Background: an optimization exercise with open tools, aiming at small area, a short achievable clock period and few clock cycles per item. Do not read the settings as production practice.
The RTL was checked by simulation tests, not by an equivalence proof against the original design.
Power and IR drop assume default switching activity.

==> flow/flow/run.sh <==
#!/bin/bash
# Standard layout, with the port buffers made of the smallest plain buffer
# instead of the resizer's default choice.
set -euo pipefail
export BUFFER_PORTS_ARGS="-buffer_cell sky130_fd_sc_hd__buf_1"
bash standard.sh > flow_standard.log 2>&1
==> flow/standard.sh <==
#!/bin/bash
# synth_recipe.tcl (not shown) runs the flow's synth.tcl, then flattens the netlist and writes it again
# the make line also repeats each setting of config.mk as NAME=value (left out here)
make -C /OpenROAD-flow-scripts/flow DESIGN_CONFIG=/design/flow/config.mk WORK_HOME=/design/flow/orfs CLKGATE_MAP_FILE= SYNTH_SCRIPT=/design/flow/synth_recipe.tcl "${@:-finish}"
==> flow/config.mk <==
export PLATFORM = sky130hd
export DESIGN_NAME = ifu
export DESIGN_NICKNAME = ifu
export VERILOG_FILES = /design/flow/design.v
export SDC_FILE = /design/flow/constraint.sdc
export NUM_CORES = 4
export LEC_CHECK = 0
export CAP_MARGIN = 20
export CORE_MARGIN = 2
export CORE_UTILIZATION = 50
export SETUP_SLACK_MARGIN = 4.8
export SLEW_MARGIN = 20
export TNS_END_PERCENT = 100
==> flow/constraint.sdc <==
create_clock -name core_clock -period 8.0 [get_ports {clk}]
set_input_delay 1.6000 -clock core_clock [delete_from_list [all_inputs] [get_ports {clk}]]
set_output_delay 1.6000 -clock core_clock [all_outputs]
set_load 0.01 [all_outputs]
==> flow/design.v <==
`timescale 1ns/1ps
module ifu #(
    parameter int REGREQ = 1     
) (
    input  logic         clk,
    input  logic         rst_n,
    input  logic         recovery_valid,
    input  logic [31:0]  recovery_pc,
    output logic         mem_req,
    output logic [31:0]  mem_addr,
    input  logic         mem_ack,
    input  logic [127:0] mem_data,
    input  logic         dispatch_ready,
    output logic         instr_valid,
    output logic [31:0]  instr_data,
    output logic [31:0]  instr_pc,
    output logic         instr_is_branch,
    output logic         instr_pred_taken,
    output logic [31:0]  instr_target
);
    logic        v;          
    logic        pb;         
    logic        nt;         
    logic        sk;         
    logic [31:0] d;
    logic [29:0] p;          
    logic        o_br, o_tk, o_j;
    logic [29:0] nx;
    logic        pr;         
    logic        en;         
    logic        armed;      
    logic [3:0]  lj, lb;
    always_comb begin
        for (int i = 0; i < 4; i++) begin
            lj[i] = (mem_data[32*i+26 +: 6] == 6'b000010);
            lb[i] = (mem_data[32*i+26 +: 6] == 6'b000100);
        end
    end
    logic        have;
    logic [31:0] w;
    logic        wj, wb, wbr, wtk;
    assign have = armed && mem_ack && !pr;
    assign w    = mem_data[nx[1:0]*32 +: 32];
    assign wj   = lj[nx[1:0]];
    assign wb   = lb[nx[1:0]];
    assign wbr  = wj || wb;
    assign wtk  = wj || (wb && w[15]);
    logic [29:0] off, sum;
    assign off = !pb ? 30'd1 : o_j ? {{4{d[25]}}, d[25:0]} : {{14{d[15]}}, d[15:0]};
    assign sum = nx + off;
    logic take, load, ok;
    assign take = !v || dispatch_ready;
    assign load = take && have && !pb && !nt && !sk;
    assign ok   = en && !pb && !nt && !sk && !pr;
    always_ff @(posedge clk or negedge rst_n) begin
        if (!rst_n) begin
            v  <= 1'b0;
            pb <= 1'b0;
            nt <= 1'b0;
            sk <= 1'b0;
            nx <= 30'd0;
            pr <= 1'b0;
        end else if (recovery_valid) begin
            v  <= 1'b0;
            pb <= 1'b0;
            nt <= 1'b0;
            sk <= 1'b0;
            pr <= 1'b1;
        end else if (pr) begin
            if (!armed || mem_ack) begin
                nx <= p;
                pr <= 1'b0;
            end
        end else if (pb) begin
            v  <= 1'b1;
            pb <= 1'b0;
            nt <= !o_tk;
            nx <= sum;
        end else if (nt) begin
            if (dispatch_ready) begin
                v  <= 1'b0;
                nt <= 1'b0;
                sk <= 1'b1;
                nx <= p;
            end
        end else if (sk) begin
            sk <= 1'b0;
            nx <= sum;
        end else if (take) begin
            v  <= have && !wbr;
            pb <= have && wbr;
            if (have)
                nx <= sum;
        end
    end
    always_ff @(posedge clk) begin
        if (recovery_valid)
            p <= recovery_pc[31:2];
        else if (load)
            p <= nx;
    end
    always_ff @(posedge clk) begin
        if (load) begin
            d    <= w;
            o_j  <= wj;
            o_br <= wbr;
            o_tk <= wtk;
        end
    end
    logic [3:0] back_ok;
    logic       wsame;
    assign back_ok = {1'b1, nx[1:0] != 2'd0, nx[1:0] == 2'd3 || nx[1:0] == 2'd2, nx[1:0] == 2'd3};
    assign wsame = (wj && ((&w[25:2] && back_ok[w[1:0]]) || (~|w[25:2] && !back_ok[w[1:0]])))
                || (wb && &w[15:2] && back_ok[w[1:0]]);
    logic leave;
    assign leave = recovery_valid || pr || (load && (wtk ? !wsame : nx[1:0] == 2'd3));
    always_ff @(posedge clk or negedge rst_n) begin
        if (!rst_n) begin
            en    <= 1'b0;
            armed <= 1'b0;
        end else begin
            en <= 1'b1;
            if (armed) begin
                if (mem_ack && leave)
                    armed <= 1'b0;
            end else if (REGREQ ? (!pb && !nt && !sk && !recovery_valid && !mem_ack) : (ok && !mem_ack)) begin
                armed <= 1'b1;
            end
        end
    end
    assign mem_req  = REGREQ ? armed : (armed || (ok && !mem_ack));
    assign mem_addr = {nx[29:2], 4'b0000};
    assign instr_valid      = v;
    assign instr_data       = d;
    assign instr_pc         = {p, 2'b00};
    assign instr_is_branch  = o_br;
    assign instr_pred_taken = o_tk;
    assign instr_target     = o_br ? {nx, 2'b00} : 32'd0;
endmodule
==> results of run 1 <==
-- worst max-delay path: stages, from the launching register on --
cell and delay, ps:
dfrtp_2 490, clkinvlp_4 180, buf_4 150, a21oi_1 130
ha_1 350, a21o_1 230, a31oi_1 200, o21ai_0 140
a31oi_1 270, o31ai_4 160, a21oi_2 260, mux2i_1 260
and3_1 180
-- path summary, 6_finish.rpt --
kind                       cells after the start  slack, ps          startpoint                 end
max                                           12       4930      pb$_DFFE_PN0N_  nx[29]$_DFFE_PN0P_
min                                            1        580  nx[28]$_DFFE_PN0P_  nx[28]$_DFFE_PN0P_
max reg2reg                                   12       4930      pb$_DFFE_PN0N_  nx[29]$_DFFE_PN0P_
min reg2reg                                    1        580  nx[28]$_DFFE_PN0P_  nx[28]$_DFFE_PN0P_
max in group asynchronous                      1       5950               rst_n   nx[1]$_DFFE_PN0P_
min in group asynchronous                      1       1380               rst_n   nx[7]$_DFFE_PN0P_
-- layout make-up --
| cell class | count | area share [%] |
|---|---|---|
| Clock inverter | 7 | 0.742 |
| Sequential cell | 101 | 32.0 |
| Timing Repair Buffer | 307 | 14.2 |
| Timing Repair inverter | 1 | 0.0560 |
| Inverter | 13 | 0.588 |
| Clock buffer | 9 | 2.52 |
| Antenna cell | 2 | 0.0560 |
| Tap cell | 184 | 2.58 |
| Multi-Input combinational cell | 554 | 47.3 |
-- per-stage QoR --
| stage | power, mW | hold slack [ps] | utilization, % | cell area (µm²) | setup WS, ps |
|---|---|---|---|---|---|
| 4_1_cts | 2.22 | 568 | 60.3 | 8730 | 4770 |
| 2_1_floorplan | 1.55 | 509 | - | 7430 | 4920 |
| 3_3_place_gp | 1.75 | 543 | 57.7 | 8350 | 3830 |
| 3_5_place_dp | 1.77 | 558 | 57.7 | 8350 | 3740 |
| 6_report | 2.26 | 579 | 61.7 | 8940 | 4930 |
| 5_1_grt | 2.40 | 600 | 61.7 | 8940 | 4780 |
-- kinds of logic (layout without fill, tap and decap cells) --
family | Yosys count | in the layout | synth area share [%]
AO/OA/AOI/OAI | 179 | 179 | 15.3
buffers and inverters | 93 | 337 | 6.62
XOR/XNOR | 20 | 20 | 2.37
other | 1 | 10 | 0.0506
flip-flops | 101 | 101 | 38.5
adder cells (fa/ha/maj) | 30 | 30 | 5.17
multiplexers | 66 | 66 | 14.8
AND/OR/NAND/NOR | 251 | 251 | 17.2
-- report_power, final --
group	internal, mW	switching [mW]
sequential	0.692	0.131
clock	0.219	0.218
combinational	0.438	0.562
total	1.35	0.911
-- placed cells by master, fill, tap and decap left out, types with 5 or more instances in the layout --
cell,instances
buf_1,284
nand2_1,67
edfxtp_1,65
a21oi_1,64
nor2_1,52
and2_1,48
dfrtp_1,33
mux4_2,32
mux2_2,30
o21ai_0,30
ha_1,24
a31oi_1,18
buf_4,17
nor3_1,13
nand3_1,13
inv_1,12
and3_1,11
nor4_1,11
a21o_1,11
xnor2_1,11
xor2_1,9
clkbuf_16,9
nand4_1,8
conb_1,8
a21oi_2,6
nand2b_1,6
o21a_1,6
nor3b_1,5
-- metal layers --
| layer | global-route usage [%] | vias up |
|---|---|---|
| met2 | 49.9 | 314 |
| met1 | 36.8 | 3293 |
| met4 | 10.2 | 0 |
| li1 | - | 3219 |
| met3 | 3.23 | 46 |
| met5 | 0 | - |
-- what timing repair did --
| action | 4_1_cts | 5_1_grt |
|---|---|---|
| endpoints found under the setup margin | 87 | 13 |
| hold buffers | 0 | 0 |
| gates cloned | 0 | 1 |
| pin swaps | 0 | 3 |
| setup buffers | 8 | 7 |
| resized for setup | 10 | 23 |
-- state kept, by name, summed over array words and instances (netlist names) --
signal and count:
o_tk 1, pr 1, p 30, armed 1
d 32, o_j 1, v 1, nx 30
pb 1, nt 1, sk 1, o_br 1
==> flow_summary.ini, run 1 <==
[yosys]
ys.flop_type = edfxtp_1
ys_seq_area_share_pct = 38.5
ys_warn_count = 1
ys_top_cells_by_count = 70 x a21oi_1, 69 x nand2_1, 65 x edfxtp_1, 52 x nor2_1, 48 x and2_1
synth_cells = 741
yosys.area.top_type = edfxtp_1
ys_top_cells_by_area = edfxtp_1 26%, dfrtp_1 12%, mux4_2 9.7%
ys_seq_elements = 101
synth-async-reset-ratio_pct = 35.6
synth_top_cell_area_share_pct = 26.4
synth_edf_count = 65
avgSynthCellArea_um2 = 9.99
synthesis.area_um2 = 7400
yosysUniqueCellTypes = 64
synth.most_common_cell = a21oi_1

[place]
io_buffers = 286
dp_cells = 1144
hpwlAfterDp_mm = 17.7
gp_congestion = 0.949

[final_layout]
area_delta_synth_final_pct = 20.7
stdcell_count = 1178
final_nets = 1182
fill_cells = 1295
register_area_um2 = 2860
drive_above_1_share_pct = 13.7
multi_input_area_um2 = 4220

[route]
drtAntennaViolNets = 0
wl_per_cell_um = 19.9
drt_iter0_markers = 465
drt_first_pass_iters = 5
route.detailed.drc = 0
num_vias = 6872
wl_met2_mm = 11.9
wirelength_mm = 23.5
drt-vias-per-instance = 5.83
wl_met1_mm = 9.61
wl_met3_mm = 1.35
highest_layer = met4

[global_routing]
antenna_found_initial = 2
grt_pass1_wl_mm = 35.5
grt_max_degree = 46
overflow = 0
grt_pass1_vias = 6578
grt_usage_pct = 28.5

[die]
die-area_um2 = 15800
row_count = 44
die_w_um = 126
start_util_pct = 51.1
die_h_um = 126
ios = 297
coreArea_um2 = 14500

[status]
outcome = complete, no violations

[power]
leakage_nw = 3.35
p_per_area_nw_per_um2 = 253
ir_drop_uv = 143

[timing]
hold_violations = 0
period_minus_slack_ps = 3070
setup_viol = 0
grt_setup_unrepaired = yes
slew_viol_final = 0
relSlewSlack_pct = 37.9
fmax_mhz = 326
fin_setup_tns_ps = 0
period_share_pct = 38.3
finClkSkew_ps = 16.0
worstMarginPinSlew_ps = 931

[clock_network]
clk_pin_slew_ps = 80
clock-sinks = 101
h-tree-depth = 3
cts_buffers = 9
cts_root_buffer = clkbuf_16
clockBufferDepth = 2
clkLatencyLatePin_ps = 360
tritoncts = done

[worst_setup_path]
end_kind = register
critical_path.startpoint_type = register
cp.required_ps = 8300
cp_max_fo = 9
crit_type = reg -> reg
cp.arrival_ps = 3360

[hold_path]
hp-class = reg -> reg

[job]
cap_violations = 0
Testbench counts, summed over its fixed seeds: cycles 242,898, items 64,895.
==> inputs of run 2 (changes only) <==
--- a/flow/config.mk
+++ b/flow/config.mk
@@ -7,6 +7,7 @@
 export LEC_CHECK = 0
+export ABC_AREA = 1
 export CAP_MARGIN = 20
 export CORE_MARGIN = 2
-export CORE_UTILIZATION = 50
-export SETUP_SLACK_MARGIN = 4.8
+export CORE_UTILIZATION = 40
+export SETUP_SLACK_MARGIN = 4.9
 export SLEW_MARGIN = 20
==> run 2 against run 1 <==
- synthesized cell count is 67% higher
- first-iteration DRC count is 13% higher
- maximum frequency is 3.6% higher
==> flow_summary.ini, run 2 <==
[die]
row_count = 52
start_util_pct = 40.5
ios = 297
coreArea_um2 = 20200
die_w_um = 147
die_h_um = 147
die-area_um2 = 21600

[timing]
fin_hold_ws_ps = 561
finClkSkew_ps = 9.81
fmax_mhz = 338
fin_setup_tns_ps = 0
hold_violations = 0
slew_viol_final = 0
relSlewSlack_pct = 39.5
worstMarginPinSlew_ps = 908
period_share_pct = 37.0
period_minus_slack_ps = 2960
grt_setup_unrepaired = no
setup_viol = 0

[yosys]
ys_top_cells_by_area = edfxtp_1 24%, nand2_1 19%, dfrtp_1 11%
synth_cells = 1239
ys_warn_count = 1
yosys.area.top_type = edfxtp_1
synthesis.area_um2 = 8170
synth-async-reset-ratio_pct = 35.6
ys_seq_elements = 101
yosysUniqueCellTypes = 42
ys_top_cells_by_count = 418 x nand2_1, 165 x inv_1, 128 x nor2_1, 75 x a21oi_1, 69 x o21ai_0
ys_seq_area_share_pct = 34.9
synth.most_common_cell = nand2_1
ys.flop_type = edfxtp_1
synth_edf_count = 65
synth_top_cell_area_share_pct = 23.9
avgSynthCellArea_um2 = 6.60

[place]
hpwlAfterDp_mm = 21.3
gp_congestion = 0.879
io_buffers = 286
dp_cells = 1732

[final_layout]
final_util_pct = 47.7
reg.largest.list = d (32), nx (30), p (30)
final_cell_mix = 418 x nand2_1, 284 x buf_1, 162 x inv_1, 127 x nor2_1, 73 x a21oi_1
largest_register = d
largest_reg_flops = 32
drive_above_1_share_pct = 3.63
final_nets = 1676
stdcell_count = 1756
area_delta_synth_final_pct = 17.7
num_antenna_cells = 0
final_common_cell = nand2_1

[worst_setup_path]
crit_type = reg -> out
cp.arrival_ps = 1360
critical_path.startpoint_type = register
critPathMaxStageDelay_ps = 370
slowest_stage = buf_4
critPathBufInv = 3
cp.required_ps = 6400
end_kind = output pin
crit_chain = buf_4, nand2_1, inv_1, buf_1
critPathTopFamily = buffers and inverters
cp_max_fo = 36

[power]
p_clk_share_pct = 20.1
p_sw_uw = 956
leakage_nw = 4.69
p_sw_share_pct = 44.4
p_seq_share_pct = 35.4
finalPower_mw = 2.15
p_int_mw = 1.20
ir_drop_uv = 89.7
p_per_area_nw_per_um2 = 224
p_comb_share_pct = 44.4

[global_routing]
overflow = 0
antenna_found_initial = 0
grt_max_degree = 61
grt_pass1_wl_mm = 41.9
grt_usage_pct = 24.7
grt_pass1_vias = 7963

[clock_network]
cts_root_buffer = clkbuf_16
tritoncts = done
h-tree-depth = 3
clock-sinks = 101
clockBufferDepth = 2
hold_buffers = 0
cts_buffers = 9
clk_pin_slew_ps = 80
clkLatencyLatePin_ps = 360

[route]
route.detailed.drc = 0
drtAntennaViolNets = 0
wl_per_cell_um = 15.4
drt-vias-per-instance = 4.91
drt_first_pass_iters = 5
wirelength_mm = 27.1
num_vias = 8618
drt_iter0_markers = 524

[hold_path]
hp-class = reg -> reg

[status]
outcome = complete, no violations

[job]
cap_violations = 0
==> run 2: cell types whose count changed in the layout (fill, tap and decap cells not counted), sizes merged, moves of 11 or more <==
cell / change
nand4: +13
mux4: -32
and3: -13
a31oi: -17
mux2: -30
o21ai: +43
a22oi: +15
and2: -48
nor2: +77
a21o: -11
nand3: +51
inv: +151
nand2: +349
==> run 2: worst register-to-register path, delay by kind of cell, from the launching register on <==
family / cells / cell delay [ps]
flops: 1 / 420
fa+ha+maj: 2 / 650
compound gates: 1 / 80
buf+inv: 1 / 100
simple gates: 11 / 1460
==> run 2: area by class of cell <==
type | count | area (µm²)
clock inverters | 7 | 60.1
inverters | 168 | 642
flip-flops and latches | 101 | 2860
multi-input cells | 898 | 4250
clock buffers | 9 | 225
repair buffers | 303 | 1250
fillers | 2253 | 10600
well taps | 270 | 338
==> run 2: repair_timing <==
action,4_1_cts,5_1_grt
gates cloned,0,1
buffers inserted,5,2
setup endpoints to repair,61,12
resized for setup,11,4
==> run 2: path summary, 6_finish.rpt <==
check	from	endpoint	slack [ps]	cells past startpoint
min	p[2]$_DFFE_PP_	nx[2]$_DFFE_PN0P_	560	2
max reg2reg	pb$_DFFE_PN0N_	nx[14]$_DFFE_PN0P_	5170	15
max	nx[1]$_DFFE_PN0P_	instr_target[3]	5040	4
max in group asynchronous	rst_n	pb$_DFFE_PN0N_	6000	1
min in group asynchronous	rst_n	nx[2]$_DFFE_PN0P_	1370	1
min reg2reg	p[2]$_DFFE_PP_	nx[2]$_DFFE_PN0P_	560	2
==> run 2: routing by layer <==
metal  up-vias  global-route usage, %  part of all wire (%)
li1       4428                      -                     -
met1      3860                   32.0                    44
met2       298                   44.0                    49
met3        32                   2.64                   4.7
met4         0                   6.59                   2.0
met5         -                      0                     0
==> run 2: metrics by stage <==
stage                     setup slack, ps  area (µm²)
after global placement               3890        9200
after CTS                            4960        9560
after floorplan                      4840        8200
after detailed placement             3890        9200
final                                5040        9620
after global routing                 4900        9620
==> run 2: kinds of logic (layout without fill, tap and decap cells) <==
group	Yosys count	count (layout)	share of synthesized area, %
xor+xnor	7	7	0.750
fa+ha+maj	30	30	4.68
simple gates	658	658	32.6
flops	101	101	34.9
buf+inv	247	487	13.7
compound gates	195	195	13.4
other cells	1	8	0.0459
==> run 2: power groups by stage <==
stage	Clock, mW	Combinational, mW	Sequential (mW)
global placement	0	0.939	0.773
global route	0.463	1.10	0.775
CTS	0.440	0.957	0.764
detailed placement	0	0.947	0.775
finish	0.433	0.957	0.763
floorplan	0	0.729	0.756
==> inputs of run 3 (changes only) <==
--- a/flow/config.mk
+++ b/flow/config.mk
@@ -7,3 +7,2 @@
 export LEC_CHECK = 0
-export ABC_AREA = 1
 export CAP_MARGIN = 20
==> run 3 against run 2 <==
- routed wire length down 11%
- design area fell by 5.3%
- register-to-register slack worse by 160 ps
- synthesized cell count decreased by 40%
- clock-buffer cell count stayed put
- clock power decreased by 4%
- critical endpoint unchanged
- still clean on timing, DRC and antenna
- global-route usage is 0.44 points lower
- die area decreased by 9.2%
- sequential power is 9.2% higher
- combinational power increased by 7%
==> flow_summary.ini, run 3 <==
[yosys]
synth_cells = 741
ys_seq_elements = 101
yosys.area.top_type = edfxtp_1
synthesis.area_um2 = 7400
synthAdderAreaFrac_pct = 5.17
ys_warn_count = 1
synth.most_common_cell = a21oi_1
ys_seq_area_share_pct = 38.5
synthSimpleGateAreaFrac_pct = 17.2
synth-async-reset-ratio_pct = 35.6
synthMuxAreaShare_pct = 14.8
ys.flop_type = edfxtp_1
ys_top_cells_by_count = 70 x a21oi_1, 69 x nand2_1, 65 x edfxtp_1, 52 x nor2_1, 48 x and2_1
synth-xor-area-share_pct = 2.37
synth_compound_gate_area_share_pct = 15.3
synth_edf_count = 65
yosysUniqueCellTypes = 64
avgSynthCellArea_um2 = 9.99
synth_top_cell_area_share_pct = 26.4
ys_top_cells_by_area = edfxtp_1 26%, dfrtp_1 12%, mux4_2 9.7%
synth_top_family_by_area = simple AND/OR/NAND/NOR gates

[worst_setup_path]
r2r_slack_ps = 5010
critPathTopFamily = flip-flops
end_kind = output pin
cp.arrival_ps = 1400
cp_max_fo = 24
critical_path.startpoint_type = register
critPathMaxStageDelay_ps = 680
crit_type = reg -> out
critPathBufInv = 1
crit_chain = and2_1, buf_1
slowest_stage = dfrtp_4
cp.required_ps = 6400

[die]
start_util_pct = 40.9
die_h_um = 140
row_count = 49
ios = 297
die_w_um = 140
coreArea_um2 = 18100
die-area_um2 = 19600

[global_routing]
antenna_found_initial = 2
grt_usage_pct = 24.2
grt_max_degree = 45
grtUsageMet1_pct = 31.9
met3_usage_pct = 3.62
grt-busiest-layer = met2
grt_pass1_vias = 6401
use_met2_pct = 40.7
overflow = 0
grt_pass1_wl_mm = 36.6

[place]
gp_congestion = 0.873
io_buffers = 286
place_ws_ps = 3800
hpwlAfterDp_mm = 17.8

[final_layout]
final_cell_mix = 284 x buf_1, 67 x nand2_1, 65 x edfxtp_1, 58 x a21oi_1, 52 x nor2_1
reg.largest.list = d (32), nx (30), p (30)
final_common_cell = buf_1
largest_register = d
final_nets = 1180
largest_reg_flops = 32
area_delta_synth_final_pct = 23.0
fill_cells = 1740
drive_above_1_share_pct = 14.9

[clock_network]
tritoncts = done
clkLatencyLatePin_ps = 360
clock-sinks = 101
clockBufferDepth = 2
clk_pin_slew_ps = 70
cts_buffers = 9
cts_root_buffer = clkbuf_16
h-tree-depth = 3

[timing]
finClkSkew_ps = 10.6
slew_viol_final = 0
relSlewSlack_pct = 37.3
fin_setup_tns_ps = 0
worstMarginPinSlew_ps = 941
fin_ws_ps = 5000
fmax_mhz = 333
setup_viol = 0
period_share_pct = 37.5
period_minus_slack_ps = 3000
hold_violations = 0
grt_setup_unrepaired = yes

[power]
p_per_area_nw_per_um2 = 249
leakage_nw = 3.32
ir_drop_uv = 94.9

[route]
num_vias = 6753
wirelength_mm = 24.0
drt_iter0_markers = 423
wl_per_cell_um = 19.7
drtAntennaViolNets = 0
drt-vias-per-instance = 5.53
drt_first_pass_iters = 26
route.detailed.drc = 0

[job]
cap_violations = 0

[hold_path]
hp-class = reg -> reg

[status]
outcome = complete, no violations
run 3: cell type report:
cell class              count  area, µm²  area share [%]
diodes                      2       5.00          0.0549
inverters                  13       52.6           0.577
well taps                 229        287            3.15
clock buffers               9        225            2.47
repair buffers            304       1260            13.8
clock inverters             7       48.8           0.536
flip-flops and latches    101       2860            31.4
multi-input cells         556       4370            48.0
run 3: routing by layer:
metal	part of all wire, %	vias up
li1	-	3218
met1	43	3225
met2	48	277
met3	5.5	33
met4	2.6	0
met5	0	-
run 3: cells by family after synthesis:
group | after synthesis
adder cells (fa/ha/maj) | 30
flip-flops | 101
buffers and inverters | 93
AO/OA/AOI/OAI | 179
AND/OR/NAND/NOR | 251
multiplexers | 66
other | 1
XOR/XNOR | 20
run 3: path summary, 6_finish.rpt:
check | start | depth (start not counted) | to
setup / recovery | nx[1]$_DFFE_PN0P_ | 2 | instr_target[3]
setup reg to reg | pb$_DFFE_PN0N_ | 12 | nx[28]$_DFFE_PN0P_
hold reg to reg | nx[4]$_DFFE_PN0P_ | 2 | nx[4]$_DFFE_PN0P_
max in group asynchronous | rst_n | 1 | nx[1]$_DFFE_PN0P_
hold / removal | nx[4]$_DFFE_PN0P_ | 2 | nx[4]$_DFFE_PN0P_
min in group asynchronous | rst_n | 1 | nx[11]$_DFFE_PN0P_
run 3: worst reg2reg max path: stages (launching register included):
cell and delay, ps:
dfrtp_4 530, buf_2 180, and2_1 160, ha_1 310, a211oi_1 210, nor2_1 120, o41ai_4 350, o32ai_4 160
buf_4 170, nor4_2 240, nor2_1 100, mux2i_1 120, a211o_1 220
run 3: metrics by stage:
| step | power, mW | cells | util [%] | hold WS [ps] | instance area (µm²) |
|---|---|---|---|---|---|
| final | 2.27 | 1221 | 50.4 | 577 | 9110 |
| after global routing | 2.41 | 1221 | 50.4 | 585 | 9110 |
| after CTS | 2.23 | 1213 | 48.9 | 578 | 8850 |
| after detailed placement | 1.78 | 1188 | 46.5 | 561 | 8410 |
| after global placement | 1.76 | 1188 | 46.5 | 549 | 8410 |
| after floorplan | 1.55 | 748 | - | 509 | 7430 |
run 3: report_power, final:
part	switching, mW	leakage, nW	total (mW)	internal [mW]
Sequential	0.140	1.04	0.833	0.693
Clock	0.202	0.126	0.414	0.212
Combinational	0.564	2.16	1.02	0.457
Total	0.906	3.32	2.27	1.36
run 3: repair_timing:
item	in CTS	in global routing
hold buffers	0	0
buffers inserted	7	6
setup endpoints to repair	61	17
resized for setup	18	41
hold endpoints to repair	0	0
pin swaps	0	8
cloned	2	0

static timing again, ports no longer ideal:
How much do the figures lean on ideal ports? The routed layouts below were timed once more, with nothing changed but the port constraints. Step 1, drivers: a clkbuf_16 drives clk and a buf_2 each remaining input, both assumed. Step 2 also shifts input and output timing later by t, the mid clock arrival at the registers, as if the neighbouring blocks saw the same clock. a / b / c = no drivers / after step 1 / after step 2; a / b = the first two.
run | t, ns | setup WS [ns] | hold WS [ns]
run 1 | 0.386 | 4.934 / 4.934 / 4.564 | 0.579 / 0.579 / 0.579
run 2 | 0.395 | 5.042 / 5.002 / 4.682 | 0.561 / 0.561 / 0.561
run 3 | 0.396 | 4.999 / 4.956 / 4.637 | 0.577 / 0.577 / 0.577
After both steps setup and hold are still met in every run listed. The setup slack of run 1, which loses most, moves by 0.000 ns with the drivers and by -0.370 ns with both steps.
